This is an optimization exercise on Yosys and OpenROAD, whose aim is small area and a short achievable clock period, not a production implementation.
Only simulation tests tie the RTL to the original design; equivalence was not proved.
Power is estimated from default activity; no workload was simulated.

==> flow/design.v <==
package fetch_pkg;
  localparam int WORD_W             = 32;
  localparam int IMEM_DEPTH_DEFAULT = 128;
  typedef logic [WORD_W-1:0] word_t;
  localparam word_t NOP = 32'h0000_0000;
endpackage
module instr_mem
#(
  parameter int DEPTH = fetch_pkg::IMEM_DEPTH_DEFAULT
) (
  input  logic  clk,
  input  logic  we,
  input  fetch_pkg::word_t waddr,
  input  fetch_pkg::word_t wdata,
  input  fetch_pkg::word_t raddr,
  output fetch_pkg::word_t rdata
);
  localparam int AW = $clog2(DEPTH);
  fetch_pkg::word_t mem [DEPTH];
  logic unused_addr_hi;
  assign unused_addr_hi = ^{waddr[fetch_pkg::WORD_W-1:AW], raddr[fetch_pkg::WORD_W-1:AW]};
  always_ff @(posedge clk) begin
    if (we) begin
      mem[waddr[AW-1:0]] <= wdata;
    end
  end
  assign rdata = mem[raddr[AW-1:0]];
endmodule
module fetch
#(
  parameter int          IMEM_DEPTH = fetch_pkg::IMEM_DEPTH_DEFAULT,
  parameter logic [31:0] PC_RESET   = 32'h0
) (
  input  logic        clk,
  input  logic        rst,
  input  logic        stall,
  input  logic        ex_mem_pc_src,
  input  logic [31:0] ex_mem_npc,
  input  logic        imem_we,
  input  logic [31:0] imem_waddr,
  input  logic [31:0] imem_wdata,
  output logic [31:0] if_id_instr,
  output logic [31:0] if_id_npc,
  output logic [31:0] pc
);
  fetch_pkg::word_t imem_rdata;
  fetch_pkg::word_t pc_plus1;
  assign pc_plus1 = pc + 32'd1;
  instr_mem #(
    .DEPTH (IMEM_DEPTH)
  ) u_instr_mem (
    .clk   (clk),
    .we    (imem_we),
    .waddr (imem_waddr),
    .wdata (imem_wdata),
    .raddr (pc),
    .rdata (imem_rdata)
  );
  always_ff @(posedge clk or negedge rst) begin
    if (!rst) begin
      pc          <= PC_RESET;
      if_id_instr <= fetch_pkg::NOP;
      if_id_npc   <= 32'h0;
    end else if (ex_mem_pc_src) begin
      pc          <= ex_mem_npc;
      if_id_instr <= fetch_pkg::NOP;
      if_id_npc   <= 32'h0;
    end else if (!stall) begin
      pc          <= pc_plus1;
      if_id_instr <= imem_rdata;
      if_id_npc   <= pc_plus1;
    end
  end
endmodule
==> flow/config.mk <==
export PLATFORM = sky130hd
export DESIGN_NAME = fetch
export DESIGN_NICKNAME = fetch
export VERILOG_FILES = /design/flow/design.v
export SDC_FILE = /design/flow/constraint.sdc
export NUM_CORES = 4
export LEC_CHECK = 0
export CAP_MARGIN = 20
export CORE_MARGIN = 2
export CORE_UTILIZATION = 30
export SLEW_MARGIN = 20
==> flow/constraint.sdc <==
create_clock -name core_clock -period 4.2 [get_ports {clk}]
set_input_delay 0.8400 -clock core_clock [delete_from_list [all_inputs] [get_ports {clk}]]
set_output_delay 0.8400 -clock core_clock [all_outputs]
set_load 0.01 [all_outputs]
run.sh (not shown) runs the stock make flow with config.mk's settings and CLKGATE_MAP_FILE= SYNTH_SCRIPT=/design/flow/synth_recipe.tcl, a recipe that flattens the netlist after the stock synthesis.
Then changed:
CTS_BUF_LIST = sky130_fd_sc_hd__clkbuf_16   (was unset)
CTS_CLUSTER_DIAMETER = 100   (was unset)
CTS_CLUSTER_SIZE = 30   (was unset)
PLACE_DENSITY = 0.75   (was unset)
SETUP_SLACK_MARGIN = 1.5   (was unset)
Effect: Core utilization falls by 0.71 points. Sequential share of layout area rises by 1.4 points. Worst setup slack improves by 0.85 ns. Power falls by 18%. Via count hardly moves. Count of clock-buffer cells in the layout falls by 365. Flip-flop and latch count stays the same. Wire length falls by 6.2%. Non-clock buffer count rises by 225.

== job 1194 ==
RTL: the design.v shown in full above, as it stands there.
Settings: LEC_CHECK=0, CAP_MARGIN=20, CORE_MARGIN=2, CORE_UTILIZATION=40, CTS_BUF_LIST=sky130_fd_sc_hd__clkbuf_16, CTS_CLUSTER_DIAMETER=100, CTS_CLUSTER_SIZE=30, SETUP_SLACK_MARGIN=1.5, SLEW_MARGIN=20; clock period 4.2 ns.
Job 1194 has completed all stages; timing, DRC and antenna checks passed.
--- input diff job 1194..job 2404 ---
- CORE_UTILIZATION now 30, was 40
Notes after the runs:
- Job 1194 → job 2404: final critical-path required period -0.031 ns; met2 wire length went up 1.6%; pin slew with the least headroom to its limit climbed 0.0083 ns.
- Compared to job 1194, the router laid down less metal wire for job 2404.
- Job 2404 against job 1194: minimum setup slack in the final design rose 0.031 ns; depth of the worst register-to-register path decreased 6; maximum fanout encountered on the critical timing path climbed 37.
Relative to job 2404, the following input files were edited for job 4523:
- a change of CORE_UTILIZATION from 30 to 33
- a change of CTS_CLUSTER_SIZE from 30 to 25
## What came out
Job 4523 has less setup slack than job 2404.
Taking job 2404 as the reference, in job 4523 post-route worst hold slack shows a reduction of 0.059 ns; number of buffers outside the clock class in the layout shows an increase of 131; total instance count after detailed placement shows a reduction of 621; number of cells on the worst reg-to-reg path shows an increase of 2.
Going from job 2404 to job 4523, the clock buffer count was found to have gone up by 25.
Looking at power, job 4523 sits 1.7 mW above job 2404.
Between job 2404 and job 4523, met1 usage in global routing increased.
In the flow results for job 2404 and job 4523, the clock-cell share of area is smaller on job 2404.
Wire length on met2 went up slightly going from job 2404 to job 4523.
Relative to job 2404, the total power density per cell area of job 4523 is higher by about 1.7%.

[re-timing with driven ports]
How much do the figures lean on ideal ports? The routed layouts below were timed once more, with nothing changed but the port constraints. Step 1, drivers: a clkbuf_16 drives clk and a buf_2 each remaining input, both assumed. Step 2 adds t to the input delays and takes it off the output delays; t is the mean of the earliest and latest rising clock arrival at the registers after step 1. Input paths then give back, and output paths get back, about the clock's delay inside the block. Three values: ideal ports, drivers, drivers and shift; two values: the first two.
| run | t, ns | slack for setup (ns) | worst hold slack (ns) |
|---|---|---|---|
| the first run of note 1 | 1.083 | 0.192 / 0.071 / 0.166 | 0.290 / 0.194 / 0.495 |
| the second run of note 1 | 1.020 | 1.041 / 1.041 / 0.364 | 0.346 / 0.272 / 0.485 |
| job 1194 | 1.016 | 0.868 / 0.868 / 0.440 | 0.218 / 0.133 / 0.499 |
| job 2404 | 1.027 | 0.898 / 0.898 / 0.511 | 0.205 / 0.130 / 0.501 |
| job 4523 | 1.054 | 0.875 / 0.875 / 0.342 | 0.145 / 0.064 / 0.494 |
After both steps setup and hold are still met in every run listed. For the second run of note 1, which loses most, drivers alone change the setup slack by 0.000 ns; drivers and shift together by -0.677 ns.
